What follows belongs to an exercise in optimizing a design on an open flow for small area; a production flow would make more cautious choices.
Function was checked by simulation only, so behaviour that the tests miss may differ from the original.
Power figures rest on the tool's default switching activity, not on a simulated workload.

$ cat flow/flow/run.sh
#!/bin/bash
# Layout flow: the standard ORFS flow, with two changes:
#  - synthesis is the standard synthesis script (synth_recipe.tcl) with ABC's
#    mapping script swapped for an area-oriented one (flow/area.abc); the
#    registers, their names and cell types are those of the standard synthesis;
#  - the remaining ORFS steps run with the extra settings in flow/knobs.
# Each tool's output goes to a log file of its own in this folder.
set -euo pipefail
W=$(pwd)

cat > "$W/own_synth.tcl" <<EOF
proc abc {args} {
  set i [lsearch -exact \$args -script]
  if { \$i >= 0 } { lset args [expr {\$i + 1}] {$W/flow/area.abc} }
  yosys abc {*}\$args
}
source {$W/synth_recipe.tcl}
EOF

KNOBS=()
if [[ -f "$W/flow/knobs" ]]; then
  while read -r line; do
    [[ -z "$line" || "$line" == \#* ]] && continue
    KNOBS+=("$line")
  done < "$W/flow/knobs"
fi

make -C "$FLOW_HOME" DESIGN_CONFIG="$W/config.mk" WORK_HOME="$W/orfs" CLKGATE_MAP_FILE= \
  SYNTH_SCRIPT="$W/own_synth.tcl" synth > "$W/synth.log" 2>&1
bash "$W/standard.sh" "${KNOBS[@]}" finish > "$W/layout.log" 2>&1
$ cat flow/flow/area.abc
strash
&get -n
&fraig -x
&put
scorr
dc2
strash
&get -n
&dch -f
&nf -R 1000
&put
$ cat flow/flow/knobs
# extra ORFS make variables for the steps after synthesis, one per line
REMOVE_ABC_BUFFERS=1
BUFFER_PORTS_ARGS=-buffer_cell sky130_fd_sc_hd__buf_1
CTS_ARGS=-sink_clustering_enable -repair_clock_nets -dont_use_dummy_load -buf_list sky130_fd_sc_hd__clkbuf_8 -sink_clustering_size 16 -sink_clustering_max_diameter 60
$ cat flow/standard.sh
#!/bin/bash
# synth_recipe.tcl (not shown) runs the flow's synth.tcl, then flattens the netlist and writes it again
# the make line also repeats each setting of config.mk as NAME=value (left out here)
make -C /OpenROAD-flow-scripts/flow DESIGN_CONFIG=/design/flow/config.mk WORK_HOME=/design/flow/orfs CLKGATE_MAP_FILE= SYNTH_SCRIPT=/design/flow/synth_recipe.tcl "${@:-finish}"
$ cat flow/config.mk
export PLATFORM = sky130hd
export DESIGN_NAME = reg_file_sb
export DESIGN_NICKNAME = reg_file_sb
export VERILOG_FILES = /design/flow/design.v
export SDC_FILE = /design/flow/constraint.sdc
export NUM_CORES = 4
export LEC_CHECK = 0
export CAP_MARGIN = 20
export CORE_MARGIN = 2
export CORE_UTILIZATION = 30
export PLACE_DENSITY = 0.4
export SLEW_MARGIN = 20
$ cat flow/constraint.sdc
create_clock -name core_clock -period 10.0 [get_ports {clock}]
set_input_delay 2.0000 -clock core_clock [delete_from_list [all_inputs] [get_ports {clock}]]
set_output_delay 2.0000 -clock core_clock [all_outputs]
set_load 0.01 [all_outputs]
$ cat flow/design.v
module reg_file_sb #(
    parameter int XLEN   = 32,
    parameter int NREGS  = 32,
    parameter int NRD    = 2,
    parameter int BYPASS = 1,
    localparam int AW    = $clog2(NREGS)
) (
    input  logic                clock,
    input  logic                reset,
    input  logic                WR_EN,
    input  logic                SET,
    input  logic                RESET,
    input  logic [AW-1:0]       write_select,
    input  logic [XLEN-1:0]     data_in,
    input  logic [NRD*AW-1:0]   rd_select,
    output logic [NRD*XLEN-1:0] rd_data,
    output logic [NRD-1:0]      rd_busy,
    input  logic                alloc_valid,
    input  logic [AW-1:0]       alloc_sel,
    output logic                alloc_ready,
    output logic [AW:0]         busy_count
);
    logic [NREGS*XLEN-1:XLEN] regs;    
    logic [NREGS-1:0] valid;
    logic [NREGS-1:0] busy;
    logic [NREGS-1:0] busy_next;
    logic [NREGS-1:0] we;
    logic [NREGS-1:0] hold;    
    logic             commit;
    logic [XLEN-1:0]  commit_val;
    logic             alloc_acc;
    logic             count_inc;
    logic             count_dec;
    assign commit = (WR_EN || RESET || SET) && (write_select != '0) && !reset;
    always_comb begin
        commit_val = '0;
        if (WR_EN) begin
            commit_val = data_in;
        end else if (RESET) begin
            commit_val = '0;
        end else begin
            commit_val = XLEN'(1);
        end
    end
    always_comb begin
        for (int i = 0; i < NREGS; i++) begin
            we[i] = commit && (write_select == AW'(i));
        end
        we[0] = 1'b0;
    end
    assign alloc_ready = (alloc_sel == '0) || !busy[alloc_sel]
                       || (commit && (write_select == alloc_sel));
    assign alloc_acc   = alloc_valid && alloc_ready && (alloc_sel != '0);
    always_comb begin
        busy_next = busy;
        if (commit) begin
            busy_next[write_select] = 1'b0;
        end
        if (alloc_acc) begin
            busy_next[alloc_sel] = 1'b1;
        end
        busy_next[0] = 1'b0;
    end
    always_comb begin
        count_inc = alloc_acc && !busy[alloc_sel];
        count_dec = commit && busy[write_select]
                  && !(alloc_acc && (alloc_sel == write_select));
    end
    assign hold = valid & ~we;
    for (genvar i = 1; i < NREGS; i++) begin : g_reg
        always_ff @(posedge clock) begin
            regs[i*XLEN +: XLEN] <= (regs[i*XLEN +: XLEN] & {XLEN{hold[i]}})
                                  | (commit_val & {XLEN{we[i]}});
        end
    end
    always_ff @(posedge clock or posedge reset) begin
        if (reset) begin
            valid <= '0;
        end else begin
            valid <= valid | we;
        end
    end
    always_ff @(posedge clock or posedge reset) begin
        if (reset) begin
            busy       <= '0;
            busy_count <= '0;
        end else begin
            busy       <= busy_next;
            busy_count <= busy_count + {{AW{1'b0}}, count_inc} - {{AW{1'b0}}, count_dec};
        end
    end
    for (genvar p = 0; p < NRD; p++) begin : g_rd
        logic [AW-1:0]    sel;
        logic             hit;
        logic             same_alloc;
        logic [NREGS-1:0] oh;
        logic [XLEN-1:0]  acc;
        assign sel        = rd_select[p*AW +: AW];
        assign hit        = (BYPASS != 0) && commit && (write_select == sel);
        assign same_alloc = alloc_acc && (alloc_sel == sel);
        always_comb begin
            for (int i = 0; i < NREGS; i++) begin
                oh[i] = (sel == AW'(i)) && hold[i];
            end
            oh[0] = hit;    
        end
        logic [XLEN-1:0] term [NREGS];
        logic [XLEN-1:0] grp  [(NREGS+2)/3];
        always_comb begin
            term[0] = commit_val & {XLEN{oh[0]}};
            for (int i = 1; i < NREGS; i++) begin
                term[i] = regs[i*XLEN +: XLEN] & {XLEN{oh[i]}};
            end
            for (int g = 0; g < (NREGS+2)/3; g++) begin
                grp[g] = '0;
                for (int k = 0; k < 3; k++) begin
                    if (3*g + k < NREGS) grp[g] = grp[g] | term[3*g + k];
                end
            end
            acc = '0;
            for (int g = 0; g < (NREGS+2)/3; g++) begin
                acc = acc | grp[g];
            end
        end
        assign rd_data[p*XLEN +: XLEN] = acc;
        assign rd_busy[p]              = busy[sel] && !(hit && !same_alloc);
    end
endmodule
==> summary.md, run 1 <==
| Metric | Value |
|---|---|
| Post-Route Utilization | `35.2%` |
| Total power draw | `8.80 mW` |
| CP Class | `in -> out` |
| Num rows | `138` |
| IO Pins | `131` |
| Wire length of the first global-routing pass | `415000 um` |
| TritonCTS Buffers | `120` |
| Post-CTS sizing | `0` |
| Sequential share of the synthesized area | `50.2%` |
| Worst EP arrival | `7.02 ns` |
| Cell Pwr Density | `176 nW/um^2` |
| Crit path required time | `8.00 ns` |
| Synth top area share | `46.2%` |
| DRT iter0 DRCs | `12532` |
| Filler cell count | `14777` |
| Final Setup Violations | `0` |
| Nets@finish | `5345` |
| Number of global-route vias before repair | `46208` |
| Leading area contributor after synthesis | `dfxtp_1` |
| Core footprint | `142000 um^2` |
| Synth-to-Final Area Change | `16.2%` |
| Hold Crit Start | `valid[1]$_DFF_PP0_` |
| Clk latency of the worst-skew pair | `0.92 ns` |
| Hold Path Class | `reg -> reg` |
| Commonest non-fill, non-tap cell in the layout | `nand2_1` |
| Leading cell types in the layout, fill and taps excluded | `1199 x nand2_1, 1055 x o21ai_0, 992 x dfxtp_1` |
| Reg-to-reg slack, setup | `5.51 ns` |
| Largest net degree at the start of global routing | `39` |
| Peak VDD IR | `154 uV` |
| Worst-path maximum fanout | `34` |
| Synthesized cell area | `42900 um^2` |
| Clk_skew | `0.130 ns` |
| Layout cells sized above 1 | `9.28%` |
| Total Die Area | `146000 um^2` |
| Vias per inst | `6.98` |
| Per-cell routed wire length | `43.5 um` |
| TritonCTS clock tree | `yes` |
| Critical Path Sink Type | `output pin` |
| Placer Congestion | `0.916` |
| EDFF count, synth | `0` |
| Leak | `16.4 nW` |
| FF-to-FF End | `busy_count[5]$_DFF_PP0_` |
| Netlist cell types | `46` |
| Postcts setup bufs | `0` |
| Mapped Cells | `4797` |
| Worst path bufs/invs | `6` |
| Crit share post-route | `90.2%` |
| Root Buffer | `clkbuf_8` |
| Drt drc | `0` |
| Post-Route WL | `312000 um` |
| GR Overflow Total | `0` |
| Reg-to-reg startpoint | `busy[15]$_DFF_PP0_` |
| Hold slack | `0.459 ns` |
| Initial core utilization | `30.3%` |
| MaxCap Viol Count | `0` |
| Die span in y | `382 um` |
| Worst Hold End | `valid[1]$_DFF_PP0_` |
| Yosys warning count | `5` |
| Fin. Hold Viols | `0` |
| Clk sinks | `1060` |
| Vias after detailed routing | `50022` |
| Cell repeated most along the worst path | `buf_4` |
| Final Max Slew Viols | `0` |
| CTS H-tree depth | `3` |
| Setup crit start kind | `input port` |
| Crit path max-delay cell type | `and2_4` |
| Hold Path Depth | `1` |
| DR pass1 iterations | `15` |
| CTS max path bufs | `3` |
| Critical-path cell list | `buf_1 > buf_4 > clkinv_1 > ha_1 > and2_0 > ha_1 > nor4_2 > buf_4 > nand3_4 > and2_4 > nand3_1 > nor2_4 > buf_4 > a222oi_1 > nand4_1 > nor2_1 > nand3_1 > buf_1` |
| Critical path's top delay family | `simple AND/OR/NAND/NOR gates` |
| Total GRT Usage | `41.0%` |
| Setup TNS Final | `0 ns` |
| FF-to-FF path depth | `16` |
| CTS Hold Bufs | `0` |
| Synth Area per Inst | `8.95 um^2` |
| Synth Flop Type | `dfxtp_1` |
| Worst path max stage delay | `0.85 ns` |
| Final min period | `9.02 ns` |
| Synthesis-stage register bit count | `1060` |
| Antenna violations before repair | `33` |
| Clock-pin slew on the worst setup and hold paths | `0.06 ns` |
| Max Clk Rate | `0.111 GHz` |
| Dpl hpwl | `170000 um` |
| RSZ-0062 raised after global routing | `no` |
| Buffers on Ports | `130` |
| Max_slew headroom | `22.3%` |
| Synth async-reset ratio | `6.42%` |
| Status | `complete, no violations` |
| Post-route ant nets | `0` |
| Synth top area cells | `dfxtp_1 46%, o21ai_0 12%, nand2_1 10%` |
| Chip width | `382 um` |
| Slew @ Worst Pin | `1.16 ns` |
[worst register-to-register path, stage by stage (launching register included)]
cell and delay [ns]:
dfrtp_1 0.57, mux4_2 0.31, o21ai_0 0.07, o21ai_0 0.16
o21ai_0 0.16, a21oi_1 0.20, or3b_1 0.87, clkinv_1 0.43
a21oi_1 0.28, ha_1 0.18, clkinv_1 0.09, ha_1 0.28
a21o_1 0.18, a21oi_1 0.23, o21bai_1 0.10, a21oi_1 0.17
xnor2_1 0.13
[where the power goes]
part,internal (mW),switching (mW)
Combinational,0.267,1.33
Clock,1.05,1.63
Sequential,4.35,0.174
[per-layer routing]
metal	global-route usage, %	share of wire [%]
met5	0	0.059
met3	13.4	14
met4	21.1	6.3
met2	58.7	41
met1	54.8	39
[sequential cells by signal, indices dropped and copies added (netlist names)]
| register | count |
|---|---|
| regs | 992 |
| busy | 31 |
| valid | 31 |
| busy_count | 6 |
[stage by stage]
step                setup WS, ns  cells  cell area [um^2]
global placement            1.21   7038             48200
finish                     0.984   7163             49900
CTS                         1.14   7158             49900
global route               0.921   7160             49900
detailed placement          1.15   7038             48200
floorplan                  0.471   4797             42900
[worst max-delay path by stage]
| stage | start | to | cells past startpoint |
|---|---|---|---|
| 3_3_place_gp | write_select[0] | rd_data[31] | 16 |
| 6_report | write_select[0] | rd_data[40] | 18 |
| 4_1_cts | write_select[0] | rd_data[31] | 16 |
| 3_5_place_dp | write_select[0] | rd_data[31] | 16 |
| 5_1_grt | write_select[0] | rd_data[15] | 16 |
| 2_1_floorplan | write_select[1] | rd_data[12] | 14 |
[cell families after synthesis]
group	share of synthesized area, %
mux	0.758
fa+ha+maj	0.513
xor+xnor	0.673
buf+inv	0.149
flops	50.2
compound gates	30.0
simple gates	17.7
[area by class of cell]
type	instances	area (um^2)	area share, %
Multi-Input combinational cell	3720	22100	44.3
Sequential cell	1060	21600	43.2
Tap cell	1890	2360	4.74
Timing Repair Buffer	351	2160	4.33
Clock buffer	120	1650	3.31
Inverter	17	63.8	0.128
Antenna cell	5	12.5	0.0251
[Yosys cell counts (all sizes together) (4+ instances only)]
cell type,n
nand4,123
nor2,71
o2111ai,19
clkinv,17
and2,38
a21oi,34
and4,10
dfrtp,68
mux4,14
nand2b,41
o41ai,14
nor3,49
a22oi,153
a222oi,432
xor2,16
ha,16
a221oi,107
a31oi,5
dfxtp,992
a221o,9
a32oi,6
a22o,36
o31ai,9
or3,37
a32o,7
nand3,126
nor2b,9
and3,15
nand2,1201
o21ai,1055
o211ai,4
nor4,30
xnor2,17
==> inputs of run 2 (changes only) <==
--- a/flow/config.mk
+++ b/flow/config.mk
@@ -7,3 +7,3 @@
 export LEC_CHECK = 0
-export CAP_MARGIN = 20
+export CAP_MARGIN = 40
 export CORE_MARGIN = 2
@@ -11,2 +11,2 @@
 export PLACE_DENSITY = 0.4
-export SLEW_MARGIN = 20
+export SLEW_MARGIN = 40
==> run 2 against run 1 <==
Effect of this change: area after synthesis did not move; die area did not move; worst hold slack improved by 0.0028 ns; wire length rose by 0.16%; clock skew rose by 0.012 ns; setup slack got worse by 0.011 ns; sequential power barely moved; highest routed layer unchanged; clock power barely moved.
==> summary.md, run 2 <==
| Metric | Value |
|---|---|
| Status | `complete, no violations` |
| Synth cell count leaders | `1201 x nand2_1, 1055 x o21ai_0, 992 x dfxtp_1` |
| Crit path required time | `8.00 ns (about the same)` |
| Cell Pwr Density | `176 nW/um^2 (-0.43%)` |
| RSZ-0062 raised after global routing | `no` |
| FF-to-FF End | `busy_count[4]$_DFF_PP0_` |
| Synth top area cells | `dfxtp_1 46%, o21ai_0 12%, nand2_1 10%` |
| Largest register FFs | `992 (unchanged)` |
| Final Max Slew Viols | `0 (unchanged)` |
| Clock-pin slew on the worst setup and hold paths | `0.05 ns (about the same)` |
| Buffers on Ports | `130 (unchanged)` |
| Part of the power in combinational logic | `18.9% (+0.8 points)` |
| MaxCap Viol Count | `0 (unchanged)` |
| Commonest non-fill, non-tap cell in the layout | `nand2_1` |
| EDFF count, synth | `0 (unchanged)` |
| Per-cell routed wire length | `43.4 um (-0.25%)` |
| Largest regs | `regs: 992 flops, busy: 31 flops, valid: 31 flops` |
| Wire length of the first global-routing pass | `415000 um (about the same)` |
| P_sw | `3.16 mW (+0.77%)` |
| Chip width | `382 um (unchanged)` |
| Synth Flop Type | `dfxtp_1` |
| Fin. Hold Viols | `0 (unchanged)` |
| Peak VDD IR | `151 uV (-1.8%)` |
| Postcts setup bufs | `0 (unchanged)` |
| Layout cells sized above 1 | `9.84% (+0.56 points)` |
| Leading cell types in the layout, fill and taps excluded | `1196 x nand2_1, 1055 x o21ai_0, 992 x dfxtp_1` |
| Leading area contributor after synthesis | `dfxtp_1` |
| CTS max path bufs | `3 (unchanged)` |
| Slew @ Worst Pin | `1.02 ns (-0.146 ns)` |
| CTS H-tree depth | `3 (unchanged)` |
| Global-route met1 utilization | `55.0% (+0.23 points)` |
| Die span in y | `382 um (unchanged)` |
| Clk sinks | `1060 (unchanged)` |
| Critical Path Sink Type | `output pin` |
| Worst Hold End | `valid[1]$_DFF_PP0_` |
| Yosys warning count | `5 (unchanged)` |
| M2 GR Usage | `58.3% (-0.43 points)` |
| DRT iter0 DRCs | `12382 (-1.2%)` |
| Placer Congestion | `0.916 (unchanged)` |
| Root Buffer | `clkbuf_8` |
| FF-to-FF path depth | `16 (unchanged)` |
| Vias after detailed routing | `50234 (+0.42%)` |
| Final min period | `9.03 ns (+0.0113 ns)` |
| Internal power | `5.70 mW (+0.57%)` |
| Share of power burned in registers | `51.0% (-0.3 points)` |
| Drt drc | `0 (unchanged)` |
| CP Class | `in -> out` |
| Met3 Resource Use GR | `13.4% (+0.026 points)` |
| Post-Route Utilization | `35.6% (+0.38 points)` |
| Sw frac | `35.7% (+0.047 points)` |
| GR Overflow Total | `0 (unchanged)` |
| Sequential share of the synthesized area | `50.2% (unchanged)` |
| Place WS | `1.15 ns (-0.00330 ns)` |
| Max_slew headroom | `32.1% (+9.8 points)` |
| Worst EP arrival | `7.03 ns (about the same)` |
| IO Pins | `131 (unchanged)` |
| Clk_skew | `0.142 ns (+0.0122 ns)` |
| Hold Path Depth | `1 (unchanged)` |
| Total Die Area | `146000 um^2 (unchanged)` |
| Biggest register | `regs` |
| TritonCTS clock tree | `yes` |
| Setup crit start kind | `input port` |
| Largest net degree at the start of global routing | `39 (unchanged)` |
| Total GRT Usage | `41.1% (+0.10 points)` |
| Worst-path maximum fanout | `20 (-41%)` |
| Synth Area per Inst | `8.95 um^2 (unchanged)` |
| Hold Crit Start | `valid[1]$_DFF_PP0_` |
| Mapped Cells | `4797 (unchanged)` |
| Critical path's top delay family | `simple AND/OR/NAND/NOR gates` |
| Nets@finish | `5362 (+0.32%)` |
| Cell repeated most along the worst path | `buf_4` |
| Worst path bufs/invs | `6 (unchanged)` |
| Leak | `16.6 nW (+1.4%)` |
| Dpl hpwl | `176000 um (+3.5%)` |
| Post-CTS sizing | `0 (unchanged)` |
| Synthesized cell area | `42900 um^2 (unchanged)` |
| Post-Route WL | `312000 um (+0.16%)` |
| Num rows | `138 (unchanged)` |
| Worst path max stage delay | `0.66 ns (-0.19 ns)` |
| Synth-to-Final Area Change | `17.5%` |
| Number of global-route vias before repair | `46372 (+0.35%)` |
| Netlist cell types | `46 (unchanged)` |
| CTS Hold Bufs | `0 (unchanged)` |
| Clk latency of the worst-skew pair | `0.96 ns (+0.04 ns)` |
| Final Setup Violations | `0 (unchanged)` |
| Reg-to-reg startpoint | `busy[31]$_DFF_PP0_` |
| Clock group share of total power | `30.2% (-0.3 points)` |
| Setup TNS Final | `0 ns (unchanged)` |
| Max Clk Rate | `0.111 GHz (-0.13%)` |
| Core footprint | `142000 um^2 (unchanged)` |
| Crit path max-delay cell type | `and4_2` |
| DR pass1 iterations | `14 (-1)` |
| Post-route ant nets | `0 (unchanged)` |
| Busiest grt layer | `met2` |
| Hold Path Class | `reg -> reg` |
| Initial core utilization | `30.3% (unchanged)` |
| Vias per inst | `6.98 (about the same)` |
| Synth top area share | `46.2% (unchanged)` |
| Antenna violations before repair | `25 (-24%)` |
| Setup ws final | `0.972 ns (-0.0113 ns)` |
| Synth async-reset ratio | `6.42% (unchanged)` |
| TritonCTS Buffers | `117 (-2.5%)` |
| Synthesis-stage register bit count | `1060 (unchanged)` |
| Top-count cell post-synth | `nand2_1` |
| Crit share post-route | `90.3% (+0.11 points)` |
| Reg-to-reg slack, setup | `5.72 ns (+0.21 ns)` |
| Critical-path cell list | `buf_1 > buf_4 > clkinv_1 > ha_1 > and2_0 > ha_1 > nor4_2 > buf_4 > nand3_4 > and2_2 > and4_2 > buf_4 > a222oi_1 > nand4_1 > or3_1 > buf_1` |
==> run 2: layer usage <==
metal	share of wire, %	up-vias
met5	0.0042	-
met4	6.3	2
met3	14	1103
met2	41	4607
met1	39	24693
li1	-	19829
==> run 2: how the worst max path moves through the flow <==
| stage | slack [ns] | cells past startpoint | startpoint | to |
|---|---|---|---|---|
| 6_report | 0.97 | 16 | write_select[0] | rd_data[31] |
| 5_1_grt | 0.86 | 16 | write_select[0] | rd_data[12] |
| 4_1_cts | 1.13 | 16 | write_select[0] | rd_data[31] |
| 3_5_place_dp | 1.15 | 16 | write_select[0] | rd_data[31] |
| 3_3_place_gp | 1.21 | 16 | write_select[0] | rd_data[31] |
| 2_1_floorplan | 0.47 | 14 | write_select[1] | rd_data[12] |
==> run 2: cell families after synthesis <==
kind of cell | share of synthesized area [%]
compound gates | 30.0
simple gates | 17.7
flops | 50.2
xor+xnor | 0.673
buf+inv | 0.149
fa+ha+maj | 0.513
mux | 0.758
==> run 2: area by class of cell <==
class                           instances  area [um^2]
Antenna cell                           17         42.5
Clock buffer                          117         1610
Fill cell                           14702        91300
Inverter                               17         66.3
Multi-Input combinational cell       3720        22200
Sequential cell                      1060        21600
Tap cell                             1890         2360
Timing Repair Buffer                  371         2630
==> run 2: metrics by stage <==
step           hold WS, ns  instances  instance area [um^2]  power [mW]
2_1_floorplan        0.427       4797                 42900        5.08
3_3_place_gp         0.443       7038                 48200        6.12
3_5_place_dp         0.444       7056                 48700        6.18
4_1_cts              0.461       7173                 50300        8.76
5_1_grt              0.469       7177                 50400        8.99
6_report             0.461       7192                 50400        8.86
==> run 2: power groups by stage <==
stage | Combinational (mW) | Clock [mW] | Sequential, mW
final | 1.67 | 2.67 | 4.52
after global placement | 1.51 | 0 | 4.61
after global routing | 1.65 | 2.81 | 4.53
after CTS | 1.58 | 2.67 | 4.51
after floorplan | 0.559 | 0 | 4.52
after detailed placement | 1.58 | 0 | 4.60

[separate check: timing with driven ports]
The results above use ideal ports. As a check the final layouts listed here were re-extracted and re-timed, cells and wires unchanged.
Step 1 assumes that a clkbuf_16 drives the clock port and a buf_2 every other input.
Step 2, shift: input delay + t, output delay - t, t = (earliest + latest rising clock arrival at the registers) / 2. This alone moves slack from input paths to output paths.
a / b / c = ideal / step 1 / step 2; a / b = the first two.
| run | t (ns) | setup slack, ns | clock arrival spread, ns |
|---|---|---|---|
| run 1 | 0.937 | 0.984 / 0.961 / 0.961 | 0.138 / 0.138 |
| run 2 | 0.970 | 0.972 / 0.949 / 0.949 | 0.153 / 0.153 |
After both steps setup and hold are still met in every run listed.
